Background: an optimization exercise with open tools, aiming at small area. Do not read the settings as production practice. Function was checked by simulation only, so behaviour that the tests miss may differ from the original. Power is estimated from default activity; no workload was simulated.

**flow/config.mk**
```make
export PLATFORM = sky130hd
export DESIGN_NAME = reg_file_sb
export DESIGN_NICKNAME = reg_file_sb
export VERILOG_FILES = /design/flow/design.v
export SDC_FILE = /design/flow/constraint.sdc
export NUM_CORES = 4
export LEC_CHECK = 0
export CAP_MARGIN = 10
export CORE_MARGIN = 2
export CORE_UTILIZATION = 60
export CTS_BUF_LIST = sky130_fd_sc_hd__clkbuf_8
export SLEW_MARGIN = 10
export SYNTH_HIERARCHICAL = 1
```
**flow/constraint.sdc**
```tcl
create_clock -name core_clock -period 10.0 [get_ports {i_clk}]
set_input_delay 2.0000 -clock core_clock [delete_from_list [all_inputs] [get_ports {i_clk}]]
set_output_delay 2.0000 -clock core_clock [all_outputs]
set_load 0.01 [all_outputs]
```
**flow/design.v**
```verilog
module reg_file_sb #(
    parameter  int XLEN   = 32,
    parameter  int NREGS  = 32,
    parameter  int NRD    = 4,
    parameter  int NWR    = 2,
    parameter  int BYPASS = 1,
    localparam int IDX    = $clog2(NREGS),
    localparam int NGRP   = (NREGS + 1) / 3
) (
    input  logic                 i_clk,
    input  logic                 i_rstn,
    input  logic                 i_flush,
    input  logic                 i_set_en,
    input  logic [IDX-1:0]       i_set_id,
    input  logic [NWR-1:0]       i_wen,
    input  logic [NWR*IDX-1:0]   i_wid,
    input  logic [NWR*XLEN-1:0]  i_wdata,
    input  logic [NRD*IDX-1:0]   i_rd_id,
    output logic [NRD*XLEN-1:0]  o_rd_data,
    output logic [NRD-1:0]       o_rd_busy,
    output logic                 o_ready
);
    logic [IDX:0] r_cnt;
    logic         w_run;
    always_ff @(posedge i_clk or negedge i_rstn) begin
        if (!i_rstn) begin
            r_cnt <= '0;
        end else if (!r_cnt[IDX]) begin
            r_cnt <= r_cnt + 1'b1;
        end
    end
    assign w_run   = r_cnt[IDX];
    assign o_ready = w_run;
    logic [IDX-1:0]  w_wid0, w_wid1;
    logic [XLEN-1:0] w_wd0, w_wd1;
    logic [XLEN-1:0] w_nwd0, w_nwd1;
    logic            w_we0x;
    assign w_wid0 = i_wid[0 +: IDX];
    assign w_wid1 = i_wid[IDX +: IDX];
    assign w_wd0  = i_wdata[0 +: XLEN];
    assign w_wd1  = i_wdata[XLEN +: XLEN];
    assign w_nwd1 = ~w_wd1;
    assign w_nwd0 = ~(w_wd0 & {XLEN{w_run}});
    assign w_we0x = i_wen[0] & ~(i_wen[1] & (w_wid0 == w_wid1));
    logic [3:0] w_p1_lo, w_p0_lo, w_ps_lo;
    logic [7:0] w_p1_hi, w_p0_hi, w_ps_hi;
    logic       w_rf;
    assign w_rf = w_run & ~i_flush;
    for (genvar i = 0; i < 4; i++) begin : g_plo
        assign w_p1_lo[i] = ~(w_wid1[1:0] == 2'(i));
        assign w_p0_lo[i] = w_run & ~(w_wid0[1:0] == 2'(i));
        assign w_ps_lo[i] = ~(i_set_id[1:0] == 2'(i));
    end
    for (genvar j = 0; j < 8; j++) begin : g_phi
        assign w_p1_hi[j] = ~(w_run & i_wen[1] & (w_wid1[4:2] == 3'(j)));
        assign w_p0_hi[j] = w_run & ~(w_we0x & (w_wid0[4:2] == 3'(j)));
        assign w_ps_hi[j] = ~(w_rf & i_set_en & (i_set_id[4:2] == 3'(j)));
    end
    logic [XLEN-1:0]  r_mem  [1:NREGS-1];
    logic [NREGS-1:1] r_pend;
    for (genvar r = 1; r < NREGS; r++) begin : g_row
        logic            w_s1, w_s0, w_h, w_set, w_pnxt;
        logic [XLEN-1:0] w_d;
        rf_nor2 u_s1 (.i_a(w_p1_hi[r/4]), .i_b(w_p1_lo[r%4]), .o_y(w_s1));
        rf_nor2 u_s0 (.i_a(w_p0_hi[r/4]), .i_b(w_p0_lo[r%4]), .o_y(w_s0));
        rf_nor2 u_h  (.i_a(w_s1),         .i_b(w_s0),         .o_y(w_h));
        for (genvar b = 0; b < XLEN; b++) begin : g_bit
            rf_wsel u_w (
                .i_s1(w_s1), .i_s0(w_s0), .i_h(w_h),
                .i_n1(w_nwd1[b]), .i_n0(w_nwd0[b]), .i_q(r_mem[r][b]),
                .o_d(w_d[b])
            );
        end
        always_ff @(posedge i_clk) begin
            r_mem[r] <= w_d;
        end
        rf_nor2 u_st (.i_a(w_ps_hi[r/4]), .i_b(w_ps_lo[r%4]), .o_y(w_set));
        rf_pnxt u_pn (
            .i_p(r_pend[r]), .i_h(w_h), .i_rf(w_rf), .i_set(w_set),
            .o_d(w_pnxt)
        );
        always_ff @(posedge i_clk) begin
            r_pend[r] <= w_pnxt;
        end
    end
    for (genvar p = 0; p < NRD; p++) begin : g_rd
        logic [IDX-1:0]   w_id;
        logic             w_nz, w_b1, w_b0, w_m;
        logic [3:0]       w_lo;
        logic [7:0]       w_hi;
        logic [NREGS-1:1] w_sel;
        logic [XLEN:0]    w_out;
        assign w_id = i_rd_id[p*IDX +: IDX];
        assign w_nz = |w_id;
        assign w_b1 = (BYPASS != 0) & w_run & w_nz & i_wen[1] & (w_wid1 == w_id);
        assign w_b0 = (BYPASS != 0) & w_run & w_nz & i_wen[0] & (w_wid0 == w_id) & ~w_b1;
        assign w_m  = w_run & ~w_b1 & ~w_b0;
        for (genvar i = 0; i < 4; i++) begin : g_lo
            assign w_lo[i] = ~(w_id[1:0] == 2'(i));
        end
        for (genvar j = 0; j < 8; j++) begin : g_hi
            assign w_hi[j] = ~(w_m & (w_id[4:2] == 3'(j)));
        end
        for (genvar r = 1; r < NREGS; r++) begin : g_sel
            rf_nor2 u_sel (.i_a(w_hi[r/4]), .i_b(w_lo[r%4]), .o_y(w_sel[r]));
        end
        for (genvar b = 0; b <= XLEN; b++) begin : g_bit
            logic [NREGS+1:1] w_s, w_c;
            logic [NGRP-1:0]  w_n;
            for (genvar r = 1; r < NREGS; r++) begin : g_c
                assign w_s[r] = w_sel[r];
                if (b < XLEN) begin : g_d
                    assign w_c[r] = r_mem[r][b];
                end else begin : g_p
                    assign w_c[r] = r_pend[r];
                end
            end
            assign w_s[NREGS]   = w_b1;
            assign w_s[NREGS+1] = w_b0;
            if (b < XLEN) begin : g_d
                assign w_c[NREGS]   = w_wd1[b];
                assign w_c[NREGS+1] = w_wd0[b];
            end else begin : g_p
                assign w_c[NREGS]   = 1'b0;
                assign w_c[NREGS+1] = 1'b0;
            end
            for (genvar g = 0; g < NGRP; g++) begin : g_g
                if (b < XLEN || 3*g+3 < NREGS) begin : g_3
                    rf_aoi3 u_a (
                        .i_s0(w_s[3*g+1]), .i_d0(w_c[3*g+1]),
                        .i_s1(w_s[3*g+2]), .i_d1(w_c[3*g+2]),
                        .i_s2(w_s[3*g+3]), .i_d2(w_c[3*g+3]),
                        .o_n(w_n[g])
                    );
                end else begin : g_1
                    rf_nand2 u_a (.i_a(w_s[3*g+1]), .i_b(w_c[3*g+1]), .o_y(w_n[g]));
                end
            end
            rf_nor_n #(.N(NGRP)) u_o (.i_n(w_n), .o_y(w_out[b]));
        end
        assign o_rd_data[p*XLEN +: XLEN] = w_out[XLEN-1:0];
        assign o_rd_busy[p]              = w_out[XLEN];
    end
endmodule
module rf_wsel (
    input  logic i_s1,
    input  logic i_s0,
    input  logic i_h,
    input  logic i_n1,
    input  logic i_n0,
    input  logic i_q,
    output logic o_d
);
    assign o_d = ~((i_s1 & i_n1) | (i_s0 & i_n0) | (i_h & ~i_q));
endmodule
module rf_pnxt (
    input  logic i_p,
    input  logic i_h,
    input  logic i_rf,
    input  logic i_set,
    output logic o_d
);
    assign o_d = i_set | (i_p & i_h & i_rf);
endmodule
module rf_aoi3 (
    input  logic i_s0,
    input  logic i_d0,
    input  logic i_s1,
    input  logic i_d1,
    input  logic i_s2,
    input  logic i_d2,
    output logic o_n
);
    assign o_n = ~((i_s0 & i_d0) | (i_s1 & i_d1) | (i_s2 & i_d2));
endmodule
module rf_nand2 (
    input  logic i_a,
    input  logic i_b,
    output logic o_y
);
    assign o_y = ~(i_a & i_b);
endmodule
module rf_nor2 (
    input  logic i_a,
    input  logic i_b,
    output logic o_y
);
    assign o_y = ~(i_a | i_b);
endmodule
module rf_nor_n #(
    parameter int N = 11
) (
    input  logic [N-1:0] i_n,
    output logic         o_y
);
    assign o_y = ~&i_n;
endmodule
```
**flow/run.sh**
```bash
#!/bin/bash
# synth_recipe.tcl (not shown) runs the flow's synth.tcl, then flattens the netlist and writes it again
# the make line also repeats each setting of config.mk as NAME=value (left out here)
make -C /OpenROAD-flow-scripts/flow DESIGN_CONFIG=/design/flow/config.mk WORK_HOME=/design/flow/orfs CLKGATE_MAP_FILE= SYNTH_SCRIPT=/design/flow/synth_recipe.tcl finish
```
==> summary.md <==
| Metric | Value |
|---|---|
| Run status | did not finish |
| Fail Step | global routing |
| Run Error | [ERROR GRT-0116] Global routing finished with congestion. Check the congestion regions in the DRC Viewer. |
| Num Clock Sinks | 1029 |
| FP Rows | 111 |
| Yosys Warn Count | 9 |
| Die width | 307 um |
| Cts repair resizes | 0 |
| Synthesized area per cell | 9.86 um2 |
| Io pins | 238 |
| Synthesized Nets | 5691 |
| Hold-fix buffers, CTS | 0 |
| PortBufs | 237 |
| Synthesized instance count | 5585 |
| Detail Placement HPWL | 249000 um |
| Height of the die | 307 um |
| Synth async-reset ratio | 0.583% |
| Main synth FF type | dfxtp_1 |
| RePlAce Congestion | 1.27 |
| H-tree Lvls | 4 |
| Largest net degree at the start of global routing | 46 |
| Grt ovf | 621 |
| EDFF count, synth | 0 |
| Vias in the first global route | 83700 |
| Clock tree buffer depth | 3 |
| CTS Buf Count | 173 |
| Seq/Total Area, Yosys | 37.4% |
| First-pass GRT wire length | 636000 um |
| Post-CTS setup buffer count | 0 |
| Post-Syn Area | 0.0551 mm2 |
| GR Util All Layers | 90.6% |
| Starting Density | 60.3% |
| CTS root buf | clkbuf_8 |
| Post-synthesis sequential element count | 1029 |
| Distinct cells, synth | 50 |
per-module statistics from Yosys, one instance, submodules excluded, excerpt:
module | flip-flops and latches | cells inside
rf_aoi3 | 0 | 1
rf_wsel | 0 | 2
rf_nor2 | 0 | 1
reg_file_sb | 1029 | 1342
rf_pnxt | 0 | 1
rf_nand2 | 0 | 1
per-layer routing:
layer / overflow / GRT usage, %
met4: 208 / 85.8
met3: 126 / 85.9
met1: 85 / 92.2
met2: 176 / 96.5
met5: 26 / 68.5
Yosys cell counts (13+ instances only):
cell	number	area (um2)
a222oi_1	2440	24400
or3_1	132	826
dfxtp_1	1023	20500
clkbuf_1	16	60.1
a31o_1	31	272
nor2_1	260	976
xnor2_1	19	166
inv_1	1028	3860
nand3_1	145	726
xor2_1	29	254
nand4b_1	13	114
nand2_1	58	218
nand4_1	282	1760
through the flow:
step	utilization (%)	instance area [um2]	worst slack, ns	hold slack, ns	cells
global placement	69.0	63000	1.22	0.459	7308
floorplan	-	55100	2.80	0.438	5585
detailed placement	69.0	63000	1.27	0.460	7308
CTS	72.9	66600	1.23	0.473	7622
power by group through the flow:
stage | combinational, mW | sequential (mW) | clock [mW]
detailed placement | 2.88 | 6.23 | 0
floorplan | 1.66 | 5.86 | 0
CTS | 2.91 | 6.15 | 3.97
global placement | 2.79 | 6.17 | 0
logic make-up after synthesis:
family	Yosys count	share of synthesized area [%]
and+or+nand+nor	961	9.40
DFF	1029	37.4
AOI/OAI and AO/OA	2487	45.1
xor gates and xnor gates	48	0.763
muxes	1	0.0204
buffers and inverters	1058	7.28
adders and majority gates	1	0.0227
worst min-delay path by stage:
stage               cells after the start       end  slack (ns)  startpoint
floorplan                               1  r_cnt[4]        0.44    r_cnt[4]
global placement                        1  r_cnt[4]        0.46    r_cnt[4]
detailed placement                      1  r_cnt[4]        0.46    r_cnt[4]
CTS                                     1  r_cnt[4]        0.47    r_cnt[4]
